Background: an optimization exercise with open tools, aiming at small area, a short achievable clock period and few clock cycles per item. Do not read the settings as production practice.
Function was checked by simulation only, so behaviour that the tests miss may differ from the original.
Power figures rest on the tool's default switching activity, not on a simulated workload.

==> flow/design.v (outline; a module is shown in full before it is edited, if it fits) <==
// module alu_core: 793 lines
// module alu_fa: 4 lines
// module alu_ha: 4 lines
// module alu_booth: 16 lines
// module alu_arbiter: 93 lines
// module alu_ready: 10 lines
module alu_arbiter
#(
  parameter int WIDTH   = 32,
  parameter int MUL_LAT = 3
) (
  input  logic             clk,
  input  logic             rst_n,
  input  logic             req0_valid,
  output logic             req0_ready,
  input  logic [2:0]       req0_op,
  input  logic [WIDTH-1:0] req0_a,
  input  logic [WIDTH-1:0] req0_b,
  input  logic             req1_valid,
  output logic             req1_ready,
  input  logic [2:0]       req1_op,
  input  logic [WIDTH-1:0] req1_a,
  input  logic [WIDTH-1:0] req1_b,
  output logic             resp_valid,
  input  logic             resp_ready,
  output logic             resp_id,
  output logic [WIDTH-1:0] resp_data,
  output logic             resp_zero,
  output logic             resp_neg
);
  // ...
==> flow/flow/run.sh <==
#!/bin/bash
# Layout: the standard ORFS flow (standard.sh), unchanged except for
# make-variable settings: a larger setup repair target (the SDC, clock period
# and I/O delays are untouched), plain buffers on the ports, and clock tree
# synthesis without dummy loads.
set -euo pipefail
bash standard.sh \
  SETUP_SLACK_MARGIN=6.75 \
  "BUFFER_PORTS_ARGS=-buffer_cell sky130_fd_sc_hd__buf_1" \
  "CTS_ARGS=-sink_clustering_enable -repair_clock_nets -dont_use_dummy_load" \
  finish > standard_flow.log 2>&1
==> flow/standard.sh <==
#!/bin/bash
# synth_recipe.tcl (not shown) runs the flow's synth.tcl, then flattens the netlist and writes it again
# the make line also repeats each setting of config.mk as NAME=value (left out here)
make -C /OpenROAD-flow-scripts/flow DESIGN_CONFIG=/design/flow/config.mk WORK_HOME=/design/flow/orfs CLKGATE_MAP_FILE= SYNTH_SCRIPT=/design/flow/synth_recipe.tcl "${@:-finish}"
==> flow/config.mk <==
export PLATFORM = sky130hd
export DESIGN_NAME = alu_arbiter
export DESIGN_NICKNAME = alu_arbiter
export VERILOG_FILES = /design/flow/design.v
export SDC_FILE = /design/flow/constraint.sdc
export NUM_CORES = 4
export LEC_CHECK = 0
export CAP_MARGIN = 20
export CORE_MARGIN = 2
export CORE_UTILIZATION = 65
export PLACE_DENSITY = 0.75
export SLEW_MARGIN = 20
export SYNTH_HIERARCHICAL = 1
export SYNTH_MINIMUM_KEEP_SIZE = 0
==> flow/constraint.sdc <==
create_clock -name core_clock -period 12.5 [get_ports {clk}]
set_input_delay 2.5000 -clock core_clock [delete_from_list [all_inputs] [get_ports {clk}]]
set_output_delay 2.5000 -clock core_clock [all_outputs]
set_load 0.01 [all_outputs]
==> impl_metrics.toml, run 1 <==
[power]
powerDensity_nw_per_um2 = 257
p_total_mw = 4.76

[global_route]
grt_use_met1_pct = 50.5
grt_usage_pct = 36.7
grt-busiest-layer = "met2"
grt_pass1_wl_mm = 79.5

[worst_setup_path]
worstSetupStartpoint = "one_q[1]$_DFF_P_"
path_class = "reg2reg"

[cells_and_area]
n_fill_cell = 1927
num-nonclk-buffers = 214
final-nonclk-buf-share_pct = 5.80
final_common_cell = "xnor2_1"
area_delta_synth_final_pct = 6.95
nClkBuffers = 17
seq_area_share_pct = 18.7

[yosys]
syn_nets = 2137
ys_seq_area_share_pct = 19.7
ys_ff_latch = 152
synth_xor_area_share_pct = 14.7

[place]
dpl.cell_count = 2106

[sta]
layout_setup_ws_ns = 6.89
max_freq_ghz = 0.178

[routing]
wl_met2_mm = 23.2
vias = 14410
drtAntennaViolNets = 0

[floorplan]
initial_core_util_pct = 66.3
die_h_um = 167

[status]
status = "timing/DRC/antenna clean"

[cts]
root_buffer = "clkbuf_16"
clkSinkCount = 152
Testbench counts, summed over its fixed seeds: cycles 4,016, items 4,000.
==> run 2, diff against run 1 <==
--- a/flow/flow/run.sh
+++ b/flow/flow/run.sh
@@ -6,5 +6,5 @@
 set -euo pipefail
 bash standard.sh \
-  SETUP_SLACK_MARGIN=6.75 \
+  SETUP_SLACK_MARGIN=6.9 \
   "BUFFER_PORTS_ARGS=-buffer_cell sky130_fd_sc_hd__buf_1" \
   "CTS_ARGS=-sink_clustering_enable -repair_clock_nets -dont_use_dummy_load" \
==> impl_metrics.toml, run 2 <==
[worst_setup_path]
r2r_slack_ns = 6.94
cp-end-kind = "flop"
r2r_cells = 17
arrival_ns = 5.68
required_ns = 12.62
critPathSlowestCell = "fa_2"
crit_top_cell = "fa_1"
cp_cell_sequence = "buf_12 > a22oi_2 > xnor2_2 > fa_1 > fa_1 > fa_1 > fa_2 > fa_1 > fa_2 > ha_4 > and3_4 > a211o_1 > a21oi_2 > a31oi_1 > a31oi_1 > xnor2_1 > a31oi_1"
timing.rr.start = "two_q[1]$_DFF_P_"
path_class = "reg2reg"
slowest_delay_ns = 0.61
crit_fanout = 15
cp-start-kind = "flop"
worstReg2RegEnd = "resp_data[0]$_DFFE_PP_"

[floorplan]
boundaryPins = 177
initial_core_util_pct = 66.3
design.die.area_um2 = 27900
rows = 59
die_h_um = 167
coreArea_um2 = 26100
die_w_um = 167

[power]
p_total_mw = 4.90
ir_worst_vdd_v = 0.000411
p_leak_nw = 7.42
powerDensity_nw_per_um2 = 261

[hold_path]
hold_start = "cap0$_DFF_PN0_"
min_path_cells = 1
min_to = "last_grant$_DFFE_PN1P_"
hp-class = "reg2reg"

[sta]
layout_setup_ws_ns = 6.94
finalSetupViolCount = 0
finalHoldViolCount = 0
timing.hold.ws_ns = 0.505
slew_violations = 0
min_period_over_period_pct = 44.5
tns_ns = 0
max_freq_ghz = 0.180
rsz0062_at_grt = "true"
worst_pin_slew_ns = 1.06
worst_clock_skew_ns = 0.0240
period_needed_ns = 5.56
max_slew_margin_pct = 29.6

[status]
status = "timing/DRC/antenna clean"

[routing]
drt_iter0_markers = 2038
routed_wl_mm = 53.1
via_per_inst = 6.84
drcViolationCount = 0
wl_per_cell_um = 24.7
drtAntennaViolNets = 0
vias = 14665
dr.pass1.iters = 9

[cts]
cts_tree = "done"
root_buffer = "clkbuf_16"
h-tree-depth = 4
cts_buffers = 17
clkTransAtPathRegs_ns = 0.07
clkSinkCount = 152
clockBufferDepth = 2
insertion_delay_ns = 0.43

[yosys]
async_reset_ff_share_pct = 3.29
synth_flop_cell = "dfxtp_1"
synth_top_cell_by_area = "fa_1"
synth_compound_area_share_pct = 19.9
syn_inst = 1738
synth_most_common_cell = "xnor2_1"
synth_edf_count = 33
syn_nets = 2137
syn-mean-instance-area_um2 = 9.95
syn_area_um2 = 17300
synth_xor_area_share_pct = 14.7
synthMuxAreaShare_pct = 4.63
yosys.cell_types.count = 67
synth_warnings = 8
ys_ff_latch = 152
synth_top_area_share_pct = 24.6
ys_seq_area_share_pct = 19.7
synth_top_family_by_area = "adder cells"
synth-adder-area-share_pct = 28.1
post_synth_most_frequent_cells = "267 x xnor2_1, 257 x a22oi_1, 212 x fa_1, 114 x dfxtp_1, 106 x clkbuf_1"
yosys.area_share.simple_pct = 7.08
yosys-top-cells-area = "fa_1 25%, xnor2_1 14%, dfxtp_1 13%"

[place]
place_area_um2 = 17800
port_buffers = 176
pre_cts_ws_ns = 6.55
place.gp.congestion = 0.984
hpwl_mm = 37.5

[cells_and_area]
reg.largest.list = "a_q: 32 flops, by_q: 32 flops, resp_data: 32 flops"
n_fill_cell = 1888
area_delta_synth_final_pct = 8.45
drive_gt1_share_pct = 8.63
finalNetCount = 2208
stdcell_area_um2 = 18700
final_cell_mix = "264 x xnor2_1, 253 x a22oi_1, 208 x fa_1"
final_common_cell = "xnor2_1"

[global_route]
grt_max_degree = 72
grt.overflow.total = 0
antenna_found_initial = 2
grt_pass1_vias = 14032
grt_usage_pct = 36.8
grt_pass1_wl_mm = 79.6

[run]
max-cap-violations = 0
run 2: cell counts after synthesis:
Identical to the previous run, type by type.
run 2: repair_timing:
item / in CTS / in global routing
setup endpoints to repair: 6 / 10
gates cloned: 0 / 4
pin swaps: 0 / 18
hold buffers: 0 / 0
buffers inserted: 1 / 14
resized for setup: 26 / 71
run 2: cell families (layout without fill, tap and decap cells):
logic type,after synthesis,after routing
AND/OR/NAND/NOR,253,253
multiplexers,75,75
adder cells (fa/ha/maj),261,261
other,0,2
AO/OA/AOI/OAI,480,480
flip-flops,152,152
buffers and inverters,226,295
XOR/XNOR,291,291
run 2: worst max-delay path by stage:
stage | from | to | slack [ns] | cells after the start
final | two_q[1]$_DFF_P_ | resp_data[0]$_DFFE_PP_ | 6.94 | 17
after global routing | two_q[1]$_DFF_P_ | resp_data[0]$_DFFE_PP_ | 6.77 | 17
after CTS | req1_valid | req0_ready | 6.91 | 4
after detailed placement | neg_q[0]$_DFF_P_ | resp_data[0]$_DFFE_PP_ | 6.55 | 15
after global placement | neg_q[0]$_DFF_P_ | resp_data[0]$_DFFE_PP_ | 6.66 | 15
after floorplan | neg_q[2]$_DFF_P_ | resp_data[30]$_DFFE_PP_ | 6.97 | 16
run 2: metal layers:
metal	global-route usage [%]	part of all wire, %
met1	50.4	38
met2	56.9	45
met3	8.96	13
met4	13.9	4.6
met5	0	0
run 2: critical path: cells and delay by family (launching register included):
family | cells | cell delay, ns
adders and majority gates | 7 | 3.27
AOI/OAI and AO/OA | 6 | 0.86
DFF | 1 | 0.41
xor gates and xnor gates | 2 | 0.34
and+or+nand+nor | 1 | 0.20
buffers and inverters | 1 | 0.18
run 2: through the flow:
stage / instances / util [%]
floorplan: 1738 / -
global placement: 2106 / 68.3
detailed placement: 2106 / 68.3
CTS: 2124 / 70.3
global route: 2142 / 71.9
finish: 2144 / 71.9
run 2: modules after synthesis (local to each module, per instance):
module / times used / cells inside
alu_ha: 17 / 1
alu_core: 1 / 930
alu_arbiter: 1 / 496
alu_booth: 1 / 78
alu_ready: 2 / 3
alu_fa: 211 / 1
run 2: report_power, final:
part	switching, mW	leakage (nW)	internal, mW
Combinational	2.13	5.84	1.56
Sequential	0.0806	1.37	0.691
Clock	0.196	0.210	0.236
Total	2.41	7.42	2.49
run 2: final cells by class:
cell class / instances / area, um^2 / share of cell area (%)
Sequential cell: 152 / 3480 / 18.5
Tap cell: 335 / 419 / 2.24
Inverter: 48 / 180 / 0.961
Clock buffer: 17 / 425 / 2.27
Timing Repair Buffer: 230 / 1250 / 6.69
Antenna cell: 2 / 5.00 / 0.0267
Multi-Input combinational cell: 1360 / 13000 / 69.3
==> run 3, diff against run 2 <==
--- a/flow/flow/run.sh
+++ b/flow/flow/run.sh
@@ -6,5 +6,5 @@
 set -euo pipefail
 bash standard.sh \
-  SETUP_SLACK_MARGIN=6.9 \
+  SETUP_SLACK_MARGIN=6.6 \
   "BUFFER_PORTS_ARGS=-buffer_cell sky130_fd_sc_hd__buf_1" \
   "CTS_ARGS=-sink_clustering_enable -repair_clock_nets -dont_use_dummy_load" \
==> impl_metrics.toml, run 3 <==
[yosys]
synth_warnings = 8
yosys.cell_types.count = 67
syn_nets = 2137
synth_top_area_share_pct = 24.6
post_synth_most_frequent_cells = "267 x xnor2_1, 257 x a22oi_1, 212 x fa_1, 114 x dfxtp_1, 106 x clkbuf_1"
synth_edf_count = 33
syn_area_um2 = 17300
ys_ff_latch = 152
syn-mean-instance-area_um2 = 9.95
syn_inst = 1738
async_reset_ff_share_pct = 3.29
synth_most_common_cell = "xnor2_1"
synth_top_cell_by_area = "fa_1"
yosys-top-cells-area = "fa_1 25%, xnor2_1 14%, dfxtp_1 13%"
synth_flop_cell = "dfxtp_1"
ys_seq_area_share_pct = 19.7

[worst_setup_path]
cp-start-kind = "flop"
r2r_cells = 17
path_buf_inv = 1
cp_cell_sequence = "buf_8 > a22oi_1 > xnor2_1 > fa_1 > fa_1 > fa_1 > fa_1 > fa_1 > fa_1 > ha_2 > and3_1 > a211o_1 > a21oi_1 > a31oi_1 > a31oi_1 > xnor2_1 > a31oi_1"
critPathSlowestCell = "fa_1"
arrival_ns = 5.83
crit_top_cell = "fa_1"
slowest_delay_ns = 0.56
cp_top_family = "adder cells"
required_ns = 12.62
path_class = "reg2reg"
crit_fanout = 31
path_depth = 17
cp-end-kind = "flop"

[floorplan]
coreArea_um2 = 26100
rows = 59
die_w_um = 167
initial_core_util_pct = 66.3
boundaryPins = 177
design.die.area_um2 = 27900
die_h_um = 167

[status]
status = "timing/DRC/antenna clean"

[sta]
finalHoldViolCount = 0
worst_clock_skew_ns = 0.0250
max_slew_margin_pct = 29.1
worst_pin_slew_ns = 1.06
layout_setup_ws_ns = 6.79
min_period_over_period_pct = 45.7
slew_violations = 0
rsz0062_at_grt = "false"
finalSetupViolCount = 0
period_needed_ns = 5.71
tns_ns = 0
max_freq_ghz = 0.175

[cts]
cts_buffers = 17
clkTransAtPathRegs_ns = 0.07
h-tree-depth = 4
cts_tree = "done"
root_buffer = "clkbuf_16"
clockBufferDepth = 2
cts.hold.buffers_added = 0
insertion_delay_ns = 0.43
clkSinkCount = 152

[power]
ir_worst_vdd_v = 0.000412
p_leak_nw = 7.26
p_total_mw = 4.69
powerDensity_nw_per_um2 = 255

[routing]
drtAntennaViolNets = 0
dr.pass1.iters = 9
wl_per_cell_um = 24.3
drt_iter0_markers = 2006
via_per_inst = 6.78
drcViolationCount = 0
routed_wl_mm = 51.6
vias = 14399

[place]
place.gp.congestion = 0.984
pre_cts_ws_ns = 6.55
place_area_um2 = 17800
port_buffers = 176
hpwl_mm = 37.5

[global_route]
antenna_found_initial = 2
grt.overflow.total = 0
grt_max_degree = 72
grt_pass1_wl_mm = 79.4
grt_usage_pct = 36.7
grt_pass1_vias = 13950

[run]
max-cap-violations = 0

[hold_path]
min_path_cells = 1
hp-class = "reg2reg"

[cells_and_area]
n_fill_cell = 1943
drive_gt1_share_pct = 6.15
stdcell_area_um2 = 18300
seqCellArea_um2 = 3460
finalNetCount = 2190
reg.largest.list = "a_q: 32 flops, by_q: 32 flops, resp_data: 32 flops"
final_cell_mix = "267 x xnor2_1, 257 x a22oi_1, 212 x fa_1"
multi_input_area_um2 = 12900
fin_util_pct = 70.4
final_common_cell = "xnor2_1"
area_delta_synth_final_pct = 6.14
-- run 3: cell counts after synthesis --
No cell type changed its count.
-- run 3: final cells by class --
class | instances | share of cell area, %
inverters | 48 | 0.982
clock buffers | 17 | 2.32
repair buffers | 212 | 5.33
multi-input cells | 1360 | 70.2
flip-flops and latches | 152 | 18.9
well taps | 335 | 2.28
diodes | 1 | 0.0136
-- run 3: kinds of logic (layout without fill, tap and decap cells) --
kind of cell | Yosys count | count (layout) | synth area share (%)
compound gates | 480 | 480 | 19.9
xor+xnor | 291 | 291 | 14.7
fa+ha+maj | 261 | 261 | 28.1
simple gates | 253 | 253 | 7.08
buf+inv | 226 | 277 | 5.91
flops | 152 | 152 | 19.7
mux | 75 | 75 | 4.63
other cells | 0 | 1 | 0
-- run 3: through the flow --
stage / hold WS [ns] / std cells
final: 0.495 / 2125
after global routing: 0.523 / 2124
after CTS: 0.498 / 2123
after detailed placement: 0.488 / 2106
after global placement: 0.485 / 2106
after floorplan: 0.454 / 1738
-- run 3: layer usage --
metal  vias up  track usage, %  share of wire (%)
li1       6207               -                  -
met1      6897            50.3                 39
met2      1136            57.2                 45
met3       159            8.82                 13
met4         0            13.1                4.0
met5         -               0                  0
-- run 3: where the power goes --
part	switching [mW]	total [mW]	internal, mW
logic	2.05	3.48	1.43
clock network	0.195	0.431	0.236
registers	0.0795	0.771	0.691
-- run 3: path summary, 6_finish.rpt --
path	startpoint	to	slack (ns)
min reg2reg	cap0$_DFF_PN0_	last_grant$_DFFE_PN1P_	0.49
min	cap0$_DFF_PN0_	last_grant$_DFFE_PN1P_	0.49
max reg2reg	two_q[0]$_DFF_P_	resp_data[0]$_DFFE_PP_	6.79
max	two_q[0]$_DFF_P_	resp_data[0]$_DFFE_PP_	6.79
max in group asynchronous	rst_n	last_grant$_DFFE_PN1P_	10.33
min in group asynchronous	rst_n	cid$_DFF_PN0_	1.90
-- run 3: per-module statistics from Yosys (local to each module, per instance) --
module / times used / flops+latches
alu_core: 1 / 0
alu_arbiter: 1 / 152
alu_booth: 1 / 0
alu_fa: 211 / 0
alu_ready: 2 / 0
alu_ha: 17 / 0
-- run 3: repair_timing --
item / 4_1_cts / 5_1_grt
setup endpoints to repair: 2 / 6
resized for setup: 1 / 41
buffers inserted: 0 / 1
==> run 4, diff against run 3 <==
--- a/flow/flow/run.sh
+++ b/flow/flow/run.sh
@@ -6,5 +6,5 @@
 set -euo pipefail
 bash standard.sh \
-  SETUP_SLACK_MARGIN=6.6 \
+  SETUP_SLACK_MARGIN=7.0 \
   "BUFFER_PORTS_ARGS=-buffer_cell sky130_fd_sc_hd__buf_1" \
   "CTS_ARGS=-sink_clustering_enable -repair_clock_nets -dont_use_dummy_load" \
==> impl_metrics.toml, run 4 <==
[yosys]
syn_nets = 2137
yosys-top-cells-area = "fa_1 25%, xnor2_1 14%, dfxtp_1 13%"
ys_seq_area_share_pct = 19.7
syn-mean-instance-area_um2 = 9.95
syn_inst = 1738
yosys.cell_types.count = 67
synth_top_cell_by_area = "fa_1"
synth_most_common_cell = "xnor2_1"
synth_warnings = 8
post_synth_most_frequent_cells = "267 x xnor2_1, 257 x a22oi_1, 212 x fa_1, 114 x dfxtp_1, 106 x clkbuf_1"
async_reset_ff_share_pct = 3.29
ys_ff_latch = 152
synth_edf_count = 33
syn_area_um2 = 17300
synth_top_area_share_pct = 24.6
synth_flop_cell = "dfxtp_1"

[cts]
cts_buffers = 17
clkTransAtPathRegs_ns = 0.07
root_buffer = "clkbuf_16"
cts.hold.buffers_added = 0
clockBufferDepth = 2
insertion_delay_ns = 0.43
clkSinkCount = 152
h-tree-depth = 4
cts_tree = "done"

[place]
hpwl_mm = 38.1
place.gp.congestion = 0.932
pre_cts_ws_ns = 6.33
port_buffers = 176

[floorplan]
rows = 59
die_h_um = 167
coreArea_um2 = 26100
die_w_um = 167
initial_core_util_pct = 66.3
boundaryPins = 177
design.die.area_um2 = 27900

[sta]
finalSetupViolCount = 0
finalHoldViolCount = 0
period_needed_ns = 5.47
tns_ns = 0
max_freq_ghz = 0.183
min_period_over_period_pct = 43.8
worst_pin_slew_ns = 1.02
worst_clock_skew_ns = 0.0313
rsz0062_at_grt = "true"
slew_violations = 0
max_slew_margin_pct = 31.9
layout_setup_ws_ns = 7.03

[worst_setup_path]
crit_fanout = 3
cp-start-kind = "input port"
r2r_slack_ns = 7.03
path_class = "in2out"
cp-end-kind = "output port"
arrival_ns = 2.97
required_ns = 10.00

[hold_path]
hp-class = "reg2reg"

[power]
p_seq_share_pct = 15.8
p_leak_nw = 7.39
clkPwrFrac_pct = 8.9
ir_worst_vdd_v = 0.000419
powerDensity_nw_per_um2 = 261
net-switching-power_mw = 2.39
pwr-share-comb_pct = 75.3
p_int_mw = 2.49
p_total_mw = 4.88
swShare_pct = 48.9

[routing]
routed_wl_mm = 53.5
via_per_inst = 6.82
vias = 14567
drt_iter0_markers = 1810
drcViolationCount = 0
drtAntennaViolNets = 0
dr.pass1.iters = 10
wl_per_cell_um = 25.1

[cells_and_area]
finalNetCount = 2203
drive_gt1_share_pct = 8.16
area_delta_synth_final_pct = 8.22
antenna_cells = 0
final_cell_mix = "266 x xnor2_1, 255 x a22oi_1, 209 x fa_1"
reg.largest.list = "a_q: 32 flops, by_q: 32 flops, resp_data: 32 flops"
final_common_cell = "xnor2_1"

[run]
max-cap-violations = 0

[global_route]
grt_pass1_wl_mm = 80.7
antenna_found_initial = 0
grt_max_degree = 60
grt_usage_pct = 37.5
grt_pass1_vias = 14159
grt.overflow.total = 0

[status]
status = "timing/DRC/antenna clean"
## run 4: logic make-up (layout without fill, tap and decap cells)
family | Yosys count | in the layout | synth area share [%]
adders and majority gates | 261 | 261 | 28.1
xor gates and xnor gates | 291 | 291 | 14.7
muxes | 75 | 75 | 4.63
DFF | 152 | 152 | 19.7
buffers and inverters | 226 | 290 | 5.91
and+or+nand+nor | 253 | 253 | 7.08
AOI/OAI and AO/OA | 480 | 480 | 19.9
## run 4: path summary, 6_finish.rpt
check	from	to	cells after the start
max	resp_ready	req1_ready	3
min	cap0$_DFF_PN0_	last_grant$_DFFE_PN1P_	1
max reg2reg	two_q[0]$_DFF_P_	resp_data[0]$_DFFE_PP_	17
min reg2reg	cap0$_DFF_PN0_	last_grant$_DFFE_PN1P_	1
max in group asynchronous	rst_n	last_grant$_DFFE_PN1P_	1
min in group asynchronous	rst_n	cid$_DFF_PN0_	1
## run 4: final cells by class
type	instances	area [um^2]
multi-input cells	1360	13000
fillers	1956	7350
flip-flops and latches	152	3480
well taps	335	419
inverters	48	180
clock buffers	17	425
repair buffers	225	1240
## run 4: layer usage
metal / up-vias / global-route usage, % / wire [um]
li1: 6239 / - / -
met1: 7073 / 51.5 / 20900
met2: 1113 / 59.4 / 24700
met3: 142 / 7.37 / 5960
met4: 0 / 13.5 / 2010
met5: - / 0 / 0
## run 4: worst max-delay path, stage by stage
cell and delay (ns):
buf_1 0.09, o221a_1 0.24, buf_2 0.14
## run 4: stage by stage
stage | std cells | hold WS (ns) | util [%] | instance area [um^2]
finish | 2137 | 0.508 | 71.8 | 18700
CTS | 2129 | 0.499 | 70.5 | 18400
detailed placement | 2109 | 0.489 | 68.4 | 17800
global placement | 2109 | 0.475 | 68.4 | 17800
global route | 2137 | 0.508 | 71.8 | 18700
floorplan | 1738 | 0.454 | - | 17300
## run 4: what timing repair did
item	in CTS	in global routing
setup endpoints to repair	12	8
setup buffers	3	5
hold endpoints to repair	0	0
gates resized for setup	42	62
pin swaps	0	19
gates cloned	0	3
## run 4: power groups by stage
stage	registers (mW)	clock network (mW)	logic [mW]
after floorplan	0.764	0	2.56
after global placement	0.778	0	3.28
after detailed placement	0.782	0	3.36
after CTS	0.771	0.429	3.45
after global routing	0.777	0.448	4.02
final	0.771	0.433	3.67
## run 4: Yosys stat by module, one instance, submodules excluded
module | flip-flops and latches | cells | cell area (um^2)
alu_ha | 0 | 1 | 12.5
alu_booth | 0 | 78 | 512
alu_core | 0 | 930 | 6580
alu_ready | 0 | 3 | 18.8
alu_arbiter | 152 | 496 | 5720
alu_fa | 0 | 1 | 20.0

==> what the ideal ports hide <==
The flow's constraints put no driver on any port. The routed layouts listed below were extracted and timed again, unchanged, in two steps. Step 1 sets driving cells, clkbuf_16 on the clock port and buf_2 on the other inputs (assumed; they add their load-dependent delay and slew). Step 2 also shifts input and output timing later by t, the mid clock arrival at the registers, as if the neighbouring blocks saw the same clock. a / b / c = no drivers / after step 1 / after step 2; a / b = the first two.
| run | t (ns) | setup WS [ns] | worst setup path after step 2 |
|---|---|---|---|
| run 1 | 0.468 | 6.891 / 6.878 / 6.878 | input to output |
| run 2 | 0.472 | 6.937 / 6.937 / 6.937 | register to register |
| run 3 | 0.472 | 6.786 / 6.786 / 6.786 | register to register |
| run 4 | 0.467 | 7.029 / 6.991 / 6.991 | input to output |
After both steps every run listed still meets setup and hold. For run 4, which loses most, drivers alone change the setup slack by -0.038 ns; drivers and shift together by -0.038 ns.
